This is an optimization exercise on Yosys and OpenROAD, whose aim is small area and a short achievable clock period, not a production implementation. No functional check of the RTL was part of any run shown here. Power and IR drop assume default switching activity.

==> flow/design.v (outline; a module is shown in full before it is edited, if it fits) <==
// module alu_shamt: 204 lines
// module alu_mul16: 1496 lines
// module alu_top: 240 lines
module alu_top (
    input  logic                      clk,
    input  logic                      reset,
    input  logic                      ce,
    input  logic                      execute,
    input  logic [4:0]                operation,
    input  logic [16-1:0]    ta,
    input  logic [16-1:0]    tb,
    input  logic                      wide,
    input  logic [5:0]                flags_in,
    output logic [32-1:0]    result,
    output logic [5:0]                flags,
    output logic                      done
);
  // ...
==> flow/run.sh <==
#!/bin/bash
# synth_recipe.tcl (not shown) runs the flow's synth.tcl, then flattens the netlist and writes it again
# the make line also repeats each setting of config.mk as NAME=value (left out here)
make -C /OpenROAD-flow-scripts/flow DESIGN_CONFIG=/design/flow/config.mk WORK_HOME=/design/flow/orfs CLKGATE_MAP_FILE= SYNTH_SCRIPT=/design/flow/synth_recipe.tcl finish
==> flow/config.mk <==
export PLATFORM = sky130hd
export DESIGN_NAME = alu_top
export DESIGN_NICKNAME = alu_top
export VERILOG_FILES = /design/flow/design.v
export SDC_FILE = /design/flow/constraint.sdc
export NUM_CORES = 4
export LEC_CHECK = 0
export CAP_MARGIN = 20
export CORE_MARGIN = 2
export CORE_UTILIZATION = 40
export SLEW_MARGIN = 20
==> flow/constraint.sdc <==
create_clock -name core_clock -period 11.0 [get_ports {clk}]
set_input_delay 2.2000 -clock core_clock [delete_from_list [all_inputs] [get_ports {clk}]]
set_output_delay 2.2000 -clock core_clock [all_outputs]
set_load 0.01 [all_outputs]
==> metrics.md, run 1 <==
| Metric | Value |
|---|---|
| Clk. pwr | 0.000160 W |
| M3 GR Usage | 3.97% |
| Crit path largest cell delay | 0.62 ns |
| CTS tree | built |
| Cell total after placement | 2809 |
| R2R setup slack | 9.69 ns |
| Hpwl dp | 57500 um |
| Pre-CTS WS | -0.0349 ns |
| Reg clk slew, reported paths | 0.06 ns |
| Data buffer area share | 14.8% |
| Top Usage Layer GRT | met2 |
| Met3 Wirelength | 5620 um |
| Seq/Total Area, Yosys | 5.00% |
| P_sw | 0.000592 W |
| Remaining antenna violation count | 0 |
| Largest net degree at the start of global routing | 45 |
| Instance count on the critical path | 30 |
| FFs & Latches | 39 |
| Core box area | 38600 um2 |
| WHS | 0.463 ns |
| Hold path endpoint | result[28]$_SDFFE_PP0P_ |
| Worst skew pair latency | 0.28 ns |
| Total Power | 0.00119 W |
| Sequential Power Share | 12.7% |
| Post-Synthesis Cells | 2129 |
| Outcome | timing/DRC/antenna clean |
| Worst path bufs/invs | 7 |
| Total GRT Usage | 35.1% |
| Post-Route WL | 71600 um |
| Area Growth Syn to Fin | 19.0% |
| Post-synthesis mux area share | 0.834% |
| Adder-cell area share of the yosys netlist | 32.6% |
| TNS Setup | 0 ns |
| Final min period | 10.67 ns |
| Synthesized Nets | 2455 |
| Worst EP required | 11.18 ns |
| Max Fclk | 0.0937 GHz |
| End of the critical path | flags[2]$_SDFFE_PP0P_ |
==> run 2, diff against run 1 <==
--- a/flow/config.mk
+++ b/flow/config.mk
@@ -10,2 +10,3 @@
 export CORE_UTILIZATION = 40
+export GPL_TIMING_DRIVEN = 0
 export SLEW_MARGIN = 20
==> metrics.md, run 2 <==
| Metric | Value |
|---|---|
| Commonest non-fill, non-tap cell in the layout | nand2_1 |
| Critical Path Most Common Cell | fa_1 |
| Hpwl dp | 66200 um (+15%) |
| Area of the mapped netlist | 15600 um2 |
| CP endpoint kind | flop |
| Hold WC Path Type | reg -> reg |
| Fraction of layout cells with a size suffix above 1 | 13.2% |
| Port buffer count | 82 |
| Total Power | 0.00118 W (-0.74%) |
| Critical Path AT | 10.98 ns |
| Total GRT Usage | 40.8% (+5.7 points) |
| Clock skew | 0 ns |
| IO Pins | 87 |
| Worst skew pair latency | 0.28 ns (about the same) |
| Area Growth Syn to Fin | 19.1% |
| Max cap viols | 0 |
| Setup violations, final | 0 |
| Seq/Total Area, Yosys | 5.00% (unchanged) |
| Pre-Repair DR Iteration Count | 5 |
| Synth async-reset ratio | 0% |
| Seq cells post-synth | 39 |
| Nets | 2588 |
| Post-Route WL | 83000 um (+16%) |
| Sequential Power Share | 12.7% (about the same) |
| Top cells by area, synth | fa_1 27%, nand2_1 6.2%, inv_1 5.7% |
| Post-route cell area | 18600 um2 |
| DR WL/cell | 29.8 um |
| Layout filler cell count | 4081 |
| Max Fclk | 0.0926 GHz (-1.1%) |
| Synth top cells by count | 256 x nand2_1, 235 x inv_1, 213 x fa_1 |
| Multi-input gate area | 14000 um2 |
| Top flop regs | result: 32 flops, flags: 6 flops, done: 1 flops |
| Vias per inst | 6.32 |
| Clock sinks | 39 |
| Number of buffers created by CTS | 5 |
| Via count | 17600 |
| Pwr dens | 63.3 nW/um2 |
| Slew Viols, Final | 0 |
| Die Wd | 202 um |
| Post-Synthesis Cells | 2129 (unchanged) |
| R2R setup slack | 9.66 ns (-0.03 ns) |
| Main synth FF type | dfxtp_1 |
| Worst EP required | 11.18 ns (about the same) |
| Worst vdd ir | 0.0634 mV |
| TNS Setup | 0 ns (unchanged) |
| Die Y | 202 um |
| YS warnings | 1 |
| Slew @ Worst Pin | 1.18 ns |
| Largest net degree at the start of global routing | 13 (-71%) |
| Largest Register | result |
| Crit path largest cell delay | 0.65 ns (+0.03 ns) |
| Reg clk slew, reported paths | 0.06 ns (about the same) |
| Critical path fanouts, max | 10 |
| Setup crit start kind | input port |
| FP Rows | 72 |
| Final Hold Fails | 0 |
| Clk buf depth | 2 |
| Register area | 781 um2 |
| H-tree depth | 2 |
| Synthesized Nets | 2455 (unchanged) |
| Final min period | 10.80 ns (+0.124 ns) |
| Final core occ | 48.2% |
| WHS | 0.459 ns (-0.00405 ns) |
| CTS tree | built |
| Remaining antenna violation count | 0 (unchanged) |
| Final Wtd Congestion | 1.01 |
| Area share of the largest cell type after synthesis | 27.3% |
| Worst path bufs/invs | 8 (+1) |
| Root Buffer | clkbuf_16 |
| Core box area | 38600 um2 (unchanged) |
| Worst rel slew slack | 20.8% |
| Initial DRC Count | 1776 |
| CP max stage cell | fa_2 |
| CP top delay family | adder cells |
| Max reg flops | 32 |
| Number of global-route vias before repair | 17800 |
| Antenna violations before repair | 1 |
| Clock network power share | 11.8% |
| Sw frac | 55.5% |
| Global-route wire length before repair | 121000 um |
| Hold-fix buffers at CTS | 0 |
| Die area | 40600 um2 |
| Count leader, synth | nand2_1 |
| # DRC | 0 |
| P_sw | 0.000653 W (+10%) |
| Post-synth EDFFs | 0 |
| Placed cell area | 17100 um2 |
| Internal | 0.000524 W |
| Outcome | timing/DRC/antenna clean |
| Most frequent cells in the layout | 252 x nand2_1, 235 x inv_1, 209 x fa_1 |
| Distinct cells, synth | 103 |
| Leakage | 7.75 nW |
| Crit Path Class | in -> reg |
| Initial core utilization | 40.5% |
| Avg Inst Size Synth | 7.33 um2 |
| Comb pwr share | 75.4% |
| Overflow after GRT | 0 |
| Final Cycle Share | 98.1% |
| Synth area leader | fa_1 |
-- run 2: cell counts after synthesis --
Identical to the previous run, type by type.
-- run 2: power by group through the flow --
stage	logic (W)	clock network, W	registers, W
finish	0.000887	0.000139	0.000150
global route	0.000935	0.000148	0.000150
CTS	0.000823	0.000139	0.000150
detailed placement	0.000781	0	0.000153
global placement	0.000777	0	0.000153
floorplan	0.000467	0	0.000155
-- run 2: path summary, 6_finish.rpt --
path,start,to,depth (start not counted)
worst max-delay path,operation[2],flags[2]$_SDFFE_PP0P_,30
worst min-delay path,result[27]$_SDFFE_PP0P_,result[27]$_SDFFE_PP0P_,2
worst max register to register,flags[2]$_SDFFE_PP0P_,flags[2]$_SDFFE_PP0P_,5
worst min register to register,result[27]$_SDFFE_PP0P_,result[27]$_SDFFE_PP0P_,2
-- run 2: layout make-up --
type	count	share of cell area, %
flip-flops and latches	39	4.20
clock inverters	2	0.0673
inverters	240	4.91
plain buffers	151	4.60
multi-input cells	1689	75.3
repair buffers	136	6.70
clock buffers	6	0.693
well taps	518	3.49
diodes	1	0.0135
-- run 2: metrics by stage --
step | instances | setup WS, ns
detailed placement | 2729 | -2.83
finish | 2782 | 0.204
CTS | 2755 | 0.00507
global placement | 2729 | -3.10
global route | 2781 | -0.0291
floorplan | 2129 | 1.04
-- run 2: worst reg2reg max path: stages (launching register included) --
cell and delay (ns):
dfxtp_1 0.34, nor2_1 0.05, nor2_1 0.14, nor4b_2 0.26, nand4_1 0.17, o41ai_2 0.29
-- run 2: per-layer routing --
metal	GRT usage, %	wire [um]	part of all wire [%]	vias to the layer above
li1	-	-	-	7510
met1	48.6	30700	37	8669
met2	65.7	37000	45	1024
met3	6.40	6670	8.0	376
met4	32.0	8680	10	2
met5	0	15	0.018	-
-- run 2: repair_timing --
action | 4_1_cts | 5_1_grt
gates cloned | 0 | 1
endpoints found under the hold margin | 0 | 0
resized for setup | 175 | 137
setup buffers | 25 | 28
pin swaps | 20 | 26
setup endpoints to repair | 37 | 12
-- run 2: logic make-up after synthesis --
| kind of cell | Yosys count | share of synthesized area [%] |
|---|---|---|
| adder cells (fa/ha/maj) | 279 | 32.6 |
| AND/OR/NAND/NOR | 757 | 23.0 |
| flip-flops | 39 | 5.00 |
| multiplexers | 10 | 0.834 |
| XOR/XNOR | 71 | 4.13 |
| buffers and inverters | 401 | 10.1 |
| AO/OA/AOI/OAI | 572 | 24.3 |
==> run 3, diff against run 2 <==
--- a/flow/config.mk
+++ b/flow/config.mk
@@ -7,6 +7,6 @@
 export LEC_CHECK = 0
-export CAP_MARGIN = 20
+export CAP_MARGIN = 10
 export CORE_MARGIN = 2
-export CORE_UTILIZATION = 40
-export GPL_TIMING_DRIVEN = 0
-export SLEW_MARGIN = 20
+export CORE_UTILIZATION = 55
+export PLACE_DENSITY = 0.8
+export SLEW_MARGIN = 10
==> metrics.md, run 3 <==
| Metric | Value |
|---|---|
| Root Buffer | clkbuf_16 |
| Synth async-reset ratio | 0% (unchanged) |
| CP max stage cell | clkdlybuf4s50_1 |
| Slew @ Worst Pin | 1.40 ns (+0.222 ns) |
| Final Hold Fails | 0 (unchanged) |
| Seq cells post-synth | 39 (unchanged) |
| Area share of the largest cell type after synthesis | 27.3% (unchanged) |
| Final Wtd Congestion | 1.07 (+6.3%) |
| Cell total after placement | 2627 (-3.7%) |
| YS warnings | 1 (unchanged) |
| Total Power | 0.00115 W (-2.0%) |
| P_sw | 0.000594 W (-9.0%) |
| Most frequent cells in the layout | 255 x nand2_1, 235 x inv_1, 213 x fa_1 |
| Synthesized Nets | 2455 (unchanged) |
| Met2 wire length | 29500 um (-20%) |
| Crit Path Class | in -> reg |
| Post-Route WL | 67000 um (-19%) |
| Pre-CTS WS | -0.00566 ns (+2.82 ns) |
| Remaining antenna violation count | 0 (unchanged) |
| Setup violations, final | 0 (unchanged) |
| Initial DRC Count | 2389 (+35%) |
| Final min period | 10.70 ns (-0.0999 ns) |
| Outcome | timing/DRC/antenna clean |
| Highest Signal Layer | met4 |
| Hold-fix buffers at CTS | 0 (unchanged) |
| Commonest non-fill, non-tap cell in the layout | nand2_1 |
| Hpwl dp | 53700 um (-19%) |
| Top cells by area, synth | fa_1 27%, nand2_1 6.2%, inv_1 5.7% |
| Max cap viols | 0 (unchanged) |
| Sw frac | 51.6% (-3.9 points) |
| Non-Filler Instances | 2637 (-5.2%) |
| Number of buffers created by CTS | 5 (unchanged) |
| Fraction of layout cells with a size suffix above 1 | 12.0% (-1.2 points) |
| Max Fclk | 0.0935 GHz (+0.93%) |
| Seq/Total Area, Yosys | 5.00% (unchanged) |
| Hold WC Path Type | reg -> reg |
| Worst EP required | 11.19 ns (about the same) |
| Worst rel slew slack | 6.26% (-15 points) |
| Core box area | 27900 um2 (-28%) |
| Overflow after GRT | 0 (unchanged) |
| Area of the mapped netlist | 15600 um2 (unchanged) |
| ANT cells | 0 (-1) |
| IO Pins | 87 (unchanged) |
| Clock sinks | 39 (unchanged) |
| Worst vdd ir | 0.0672 mV (+6.0%) |
| Number of global-route vias before repair | 17300 (-3.1%) |
| Final Cycle Share | 97.2% (-0.91 points) |
| Avg Inst Size Synth | 7.33 um2 (unchanged) |
| Reg clk slew, reported paths | 0.06 ns (about the same) |
| Clock skew | 0 ns (unchanged) |
| Final setup margin | 0.304 ns (+0.0999 ns) |
| Met3 Wirelength | 7500 um (+13%) |
| Clock network power share | 12.2% (+0.4 points) |
| Vias per inst | 6.60 (+4.5%) |
| Pre-Repair DR Iteration Count | 6 (+1) |
| RSZ-0062 raised after global routing | no |
| Crit path largest cell delay | 0.63 ns (-0.02 ns) |
| FP Rows | 61 (-15%) |
| Worst skew pair latency | 0.28 ns (about the same) |
| Post-Synthesis Cells | 2129 (unchanged) |
| DR WL/cell | 25.4 um (-15%) |
| Largest Register | result |
| Via count | 17400 (-0.97%) |
| Distinct cells, synth | 103 (unchanged) |
| Setup crit start kind | input port |
| Critical Path AT | 10.89 ns (-0.09 ns) |
| Comb pwr share | 74.8% (-0.6 points) |
| Area Growth Syn to Fin | 15.7% |
| Leakage | 7.77 nW (+0.29%) |
| Synth area leader | fa_1 |
| Critical Path Most Common Cell | fa_1 |
| # DRC | 0 (unchanged) |
| Global-route wire length before repair | 103000 um (-15%) |
| Die area | 29700 um2 (-27%) |
| Critical path fanouts, max | 22 (+12) |
| Synth top cells by count | 256 x nand2_1, 235 x inv_1, 213 x fa_1 |
| Max reg flops | 32 (unchanged) |
| CP endpoint kind | flop |
| Largest net degree at the start of global routing | 49 (+36) |
| Clk buf depth | 2 (unchanged) |
| Post-synth EDFFs | 0 (unchanged) |
| H-tree depth | 2 (unchanged) |
| Die Wd | 172 um (-14%) |
| Internal | 0.000558 W (+6.6%) |
| Sequential Power Share | 13.0% (+0.3 points) |
| Layout filler cell count | 2460 (-40%) |
| Die Y | 172 um (-14%) |
| Count leader, synth | nand2_1 |
| CTS tree | built |
| Top flop regs | result: 32 flops, flags: 6 flops, done: 1 flops |
| M1 WL | 24400 um (-20%) |
| Antenna violations before repair | 0 (-1) |
| Slew Viols, Final | 0 (unchanged) |
| Initial core utilization | 56.0% (+16 points) |
| Nets | 2584 (-0.15%) |
| Pwr dens | 63.8 nW/um2 (+0.89%) |
| Main synth FF type | dfxtp_1 |
| Total GRT Usage | 46.0% (+5.2 points) |
| Port buffer count | 86 (+4.9%) |
run 3: cell counts after synthesis:
No cell type changed its count.
run 3: power by group through the flow:
stage	Combinational [W]	Clock, W	Sequential, W
floorplan	0.000467	0	0.000155
CTS	0.000824	0.000140	0.000150
detailed placement	0.000820	0	0.000153
global placement	0.000809	0	0.000153
finish	0.000862	0.000140	0.000150
global route	0.000912	0.000145	0.000150
run 3: repair_timing:
| item | 4_1_cts | 5_1_grt |
|---|---|---|
| setup endpoints to repair | 0 | 5 |
| resized for setup | 0 | 31 |
| setup buffers | 0 | 2 |
run 3: worst paths after layout:
| kind | startpoint | endpoint | slack, ns | depth (start not counted) |
|---|---|---|---|---|
| worst max-delay path | operation[1] | flags[4]$_SDFFE_PP0P_ | 0.30 | 31 |
| worst min register to register | result[27]$_SDFFE_PP0P_ | result[27]$_SDFFE_PP0P_ | 0.46 | 2 |
| worst max register to register | flags[2]$_SDFFE_PP0P_ | flags[2]$_SDFFE_PP0P_ | 9.67 | 5 |
| worst min-delay path | result[27]$_SDFFE_PP0P_ | result[27]$_SDFFE_PP0P_ | 0.46 | 2 |
run 3: critical path, delay by kind of cell:
kind                     cells  cell delay (ns)
adder cells (fa/ha/maj)      8             3.25
buffers and inverters        6             1.61
AO/OA/AOI/OAI                7             1.59
AND/OR/NAND/NOR              7             1.58
XOR/XNOR                     3             0.63
run 3: layer usage:
layer | global-route usage, % | vias to the layer above
met4 | 30.5 | 0
met3 | 9.27 | 334
li1 | - | 7488
met2 | 71.5 | 1246
met1 | 57.9 | 8342
met5 | 0 | -
run 3: logic make-up (layout without fill, tap and decap cells):
group	Yosys count	in the layout	share of synthesized area, %
AOI/OAI and AO/OA	572	572	24.3
xor gates and xnor gates	71	71	4.13
adders and majority gates	279	279	32.6
buffers and inverters	401	531	10.1
and+or+nand+nor	757	757	23.0
muxes	10	10	0.834
DFF	39	39	5.00
run 3: per-stage QoR:
stage,util (%),hold WS [ns],area (um2),TNS (ns)
after floorplan,-,0.476,15600,0
after global placement,63.9,0.441,17800,0
after detailed placement,63.9,0.455,17800,-0.00566
after CTS,64.4,0.463,17900,0
after global routing,64.8,0.498,18100,0
final,64.8,0.460,18100,0
run 3: area by class of cell:
class                      instances  area (um2)  area share [%]
clock buffer                       5         125           0.693
multi-input combinational       1689       13300            73.9
clock inverter                     3        20.0           0.111
tap                              378         473            2.62
inverter                         240         901            4.99
sequential                        39         781            4.33
timing repair buffer             283        2420            13.4
==> run 4, diff against run 3 <==
==> flow/flow/run.sh (new file) <==
#!/bin/bash
# The standard layout (standard.sh) with two changes:
# - synthesis runs Yosys's synth with -noabc (SYNTH_ARGS), so the full adders
#   are extracted from the design's own gates rather than from ABC's first
#   mapping, which leaves them in mixed polarity with inverters in between;
#   the registers, their names and cells are those of the standard synthesis
# - buffer_ports makes the port buffers from buf_2 cells instead of the slow
#   delay-buffer cell it picks by itself
# The make output goes to make_finish.log here; ORFS keeps each step's log
# under orfs/logs/.
set -euo pipefail
bash standard.sh "SYNTH_ARGS=-noabc" \
    "BUFFER_PORTS_ARGS=-buffer_cell sky130_fd_sc_hd__buf_2" finish > make_finish.log 2>&1
==> flow/standard.sh (new file) <==
#!/bin/bash
# synth_recipe.tcl (not shown) runs the flow's synth.tcl, then flattens the netlist and writes it again
# the make line also repeats each setting of config.mk as NAME=value (left out here)
make -C /OpenROAD-flow-scripts/flow DESIGN_CONFIG=/design/flow/config.mk WORK_HOME=/design/flow/orfs CLKGATE_MAP_FILE= SYNTH_SCRIPT=/design/flow/synth_recipe.tcl "${@:-finish}"
--- a/flow/config.mk
+++ b/flow/config.mk
@@ -7,6 +7,6 @@
 export LEC_CHECK = 0
-export CAP_MARGIN = 10
+export ABC_AREA = 1
+export CAP_MARGIN = 20
 export CORE_MARGIN = 2
-export CORE_UTILIZATION = 55
-export PLACE_DENSITY = 0.8
-export SLEW_MARGIN = 10
+export CORE_UTILIZATION = 40
+export SLEW_MARGIN = 20
removed: flow/run.sh
==> metrics.md, run 4 <==
| Metric | Value |
|---|---|
| Outcome | timing/DRC/antenna clean |
| CP endpoint kind | flop |
| RSZ-0062 raised after global routing | no |
| Most frequent cells in the layout | 860 x nand2_1, 423 x inv_1, 213 x fa_1 |
| Post-synth EDFFs | 0 (unchanged) |
| Distinct cells, synth | 63 (-39%) |
| ANT cells | 0 (unchanged) |
| Pwr dens | 63.0 nW/um2 (-1.4%) |
| Top cells by area, synth | fa_1 27%, nand2_1 21%, inv_1 10% |
| Critical Path AT | 10.58 ns (-0.31 ns) |
| # DRC | 0 (unchanged) |
| Simple logic cell fraction of the synthesized area | 35.4% (+12 points) |
| Crit Path Class | in -> reg |
| Cell total after placement | 3080 (+17%) |
| Post-Synthesis Cells | 2476 (+16%) |
| Area share of the largest cell type after synthesis | 27.4% (+0.095 points) |
| Commonest non-fill, non-tap cell in the layout | nand2_1 |
| Crit path largest cell delay | 0.59 ns (-0.04 ns) |
| Top flop regs | result: 32 flops, flags: 6 flops, done: 1 flops |
| Number of buffers created by CTS | 5 (unchanged) |
| Pre-Repair DR Iteration Count | 6 (unchanged) |
| CTS tree | built |
| Die Wd | 201 um (+17%) |
| Synth area leader | fa_1 |
| Total Power | 0.00107 W (-7.0%) |
| Clk buf depth | 2 (unchanged) |
| FP Rows | 72 (+18%) |
| Worst skew pair latency | 0.28 ns (about the same) |
| Area of the mapped netlist | 15600 um2 (-0.34%) |
| Area Growth Syn to Fin | 9.44% |
| Die Y | 201 um (+17%) |
| Final min period | 10.43 ns (-0.268 ns) |
| Layout filler cell count | 4250 (+73%) |
| Largest Register | result |
| Final Cycle Share | 94.8% (-2.4 points) |
| DR WL/cell | 21.3 um (-16%) |
| WHS | 0.461 ns (+0.00118 ns) |
| Count leader, synth | nand2_1 |
| Setup crit start kind | input port |
| Port buffer count | 86 (unchanged) |
| P_sw | 0.000580 W (-2.3%) |
| CP max stage cell | nor2_1 |
| Synthesized Nets | 2803 (+14%) |
| Initial DRC Count | 1623 (-32%) |
| Initial core utilization | 40.3% (-16 points) |
| Post-Route WL | 65700 um (-1.9%) |
| Clock network power share | 13.1% (+0.9 points) |
| Via count | 16800 (-3.6%) |
| Total GRT Usage | 32.5% (-13 points) |
| Avg Inst Size Synth | 6.28 um2 (-14%) |
| Final Hold Fails | 0 (unchanged) |
| Comb pwr share | 73.0% (-1.8 points) |
| Antenna violations before repair | 0 (unchanged) |
| Worst rel slew slack | 41.0% (+35 points) |
| Critical path fanouts, max | 8 (-64%) |
| Final Wtd Congestion | 1.03 (-4.6%) |
| Root Buffer | clkbuf_16 |
| Main synth FF type | dfxtp_1 |
| Slew @ Worst Pin | 0.884 ns (-0.514 ns) |
| Max Fclk | 0.0959 GHz (+2.6%) |
| Adder-cell area share of the yosys netlist | 32.7% (+0.13 points) |
| Die area | 40500 um2 (+36%) |
| Slew Viols, Final | 0 (unchanged) |
| Worst vdd ir | 0.0664 mV (-1.2%) |
| Largest net degree at the start of global routing | 45 (-8.2%) |
| Largest family of logic cells by synthesized area | simple AND/OR/NAND/NOR gates |
| Worst EP required | 11.15 ns (-0.04 ns) |
| TNS Setup | 0 ns (unchanged) |
| Sequential Power Share | 13.9% (+0.9 points) |
| Synth Area in Compound Gates | 9.96% (-14 points) |
| Post-CTS setup buffer count | 0 (unchanged) |
| Hold-fix buffers at CTS | 0 (unchanged) |
| Max reg flops | 32 (unchanged) |
| Vias per inst | 5.43 (-18%) |
| IO Pins | 87 (unchanged) |
| Number of global-route vias before repair | 16700 (-3.2%) |
| Clock sinks | 39 (unchanged) |
| Nets | 2896 (+12%) |
| Remaining antenna violation count | 0 (unchanged) |
| Overflow after GRT | 0 (unchanged) |
| Hold WC Path Type | reg -> reg |
| Core box area | 38600 um2 (+38%) |
| Clock skew | 0 ns (unchanged) |
| Synth async-reset ratio | 0% (unchanged) |
| Non-Filler Instances | 3088 (+17%) |
| Setup violations, final | 0 (unchanged) |
| Max cap viols | 0 (unchanged) |
| Fraction of layout cells with a size suffix above 1 | 10.4% (-1.6 points) |
| Seq cells post-synth | 39 (unchanged) |
| Leakage | 10.7 nW (+38%) |
| Sw frac | 54.1% (+2.6 points) |
| Critical Path Most Common Cell | nand2_1 |
| Synth top cells by count | 860 x nand2_1, 423 x inv_1, 213 x fa_1 |
| Global-route wire length before repair | 100000 um (-2.3%) |
| Post-synthesis mux area share | 0% (-0.83 points) |
| Resize count post-CTS | 0 (unchanged) |
| Xor/xnor cell area share of the yosys netlist | 3.32% (-0.81 points) |
| Reg clk slew, reported paths | 0.06 ns (about the same) |
| Hpwl dp | 53900 um (+0.39%) |
| YS warnings | 1 (unchanged) |
| Internal | 0.000491 W (-12%) |
| H-tree depth | 2 (unchanged) |
| Seq/Total Area, Yosys | 5.02% (+0.017 points) |
run 4: changes by cell type in the layout (fill, tap and decap cells not counted), sizes merged, moves of 36 or more:
cell,previous run,this run
nand2,256,872
inv,239,442
nand3,41,181
and2,100,4
clkdlybuf4s50,84,0
a21oi,141,92
o21ai,130,86
o22ai,44,3
nor3,51,15
run 4: critical path, delay by kind of cell:
family,cells,cell delay (ns)
adders and majority gates,8,3.78
buffers and inverters,4,0.49
xor gates and xnor gates,3,0.69
and+or+nand+nor,17,2.83
AOI/OAI and AO/OA,6,0.56
run 4: layout make-up:
cell class / count / area [um2] / area share (%)
clock buffer: 6 / 129 / 0.757
clock inverter: 2 / 12.5 / 0.0735
inverter: 443 / 1670 / 9.79
multi-input combinational: 1905 / 12700 / 74.4
sequential: 39 / 781 / 4.59
tap: 518 / 648 / 3.81
timing repair buffer: 175 / 1120 / 6.60
run 4: power by group through the flow:
stage	Sequential [W]	Combinational (W)	Clock (W)
6_report	0.000149	0.000782	0.000141
5_1_grt	0.000150	0.000852	0.000147
4_1_cts	0.000149	0.000769	0.000140
3_5_place_dp	0.000152	0.000765	0
3_3_place_gp	0.000152	0.000763	0
2_1_floorplan	0.000154	0.000464	0
run 4: metal layers:
metal	wire length, um	up-vias	track usage [%]
met1	26700	7987	42.6
met4	3790	0	15.9
met3	5400	179	3.71
met5	0	-	0
met2	29900	855	53.6
li1	-	7762	-
run 4: cells by family after synthesis:
family | after synthesis
compound gates | 252
xor+xnor | 59
fa+ha+maj | 279
buf+inv | 532
flops | 39
simple gates | 1315
run 4: path summary, 6_finish.rpt:
| check | endpoint | cells after the start | start | slack, ns |
|---|---|---|---|---|
| max | flags[4]$_SDFFE_PP0P_ | 38 | operation[0] | 0.57 |
| max reg2reg | result[10]$_SDFFE_PP0P_ | 4 | result[10]$_SDFFE_PP0P_ | 10.24 |
| min | result[28]$_SDFFE_PP0P_ | 2 | result[28]$_SDFFE_PP0P_ | 0.46 |
| min reg2reg | result[28]$_SDFFE_PP0P_ | 2 | result[28]$_SDFFE_PP0P_ | 0.46 |
run 4: per-stage QoR:
stage               setup slack [ns]  instance area, um2  utilization, %
CTS                            0.665               17000            44.1
floorplan                       1.83               15600               -
detailed placement             0.404               16900            43.8
finish                         0.572               17000            44.1
global placement               0.367               16900            43.8
global route                  0.0308               17000            44.1

re-timing with driven ports:
The flow's constraints put no driver on any port. The routed layouts listed below were extracted and timed again, unchanged, in two steps. Step 1: set_driving_cell puts a clkbuf_16 on clk and a buf_2 on each other input, an assumption about the parent block. Step 2 times the ports against the registers' clock, not the clock port: input delays grow and output delays shrink by t, the midpoint of the rising clock arrivals with the driver on. Three values: ideal ports, drivers, drivers and shift; two values: the first two.
run | shift t [ns] | setup slack, ns | hold WS [ns] | worst setup path after step 2
run 1 | 0.315 | 0.328 / 0.334 / 0.019 | 0.463 / 0.463 / 0.463 | input to register
run 2 | 0.305 | 0.204 / 0.210 / -0.095 | 0.459 / 0.459 / 0.459 | input to register
run 3 | 0.316 | 0.304 / 0.310 / -0.005 | 0.460 / 0.460 / 0.460 | input to register
run 4 | 0.316 | 0.572 / 0.591 / 0.275 | 0.461 / 0.461 / 0.461 | input to register
With both steps, setup timing fails in run 2 and run 3, where it was met with ideal ports.
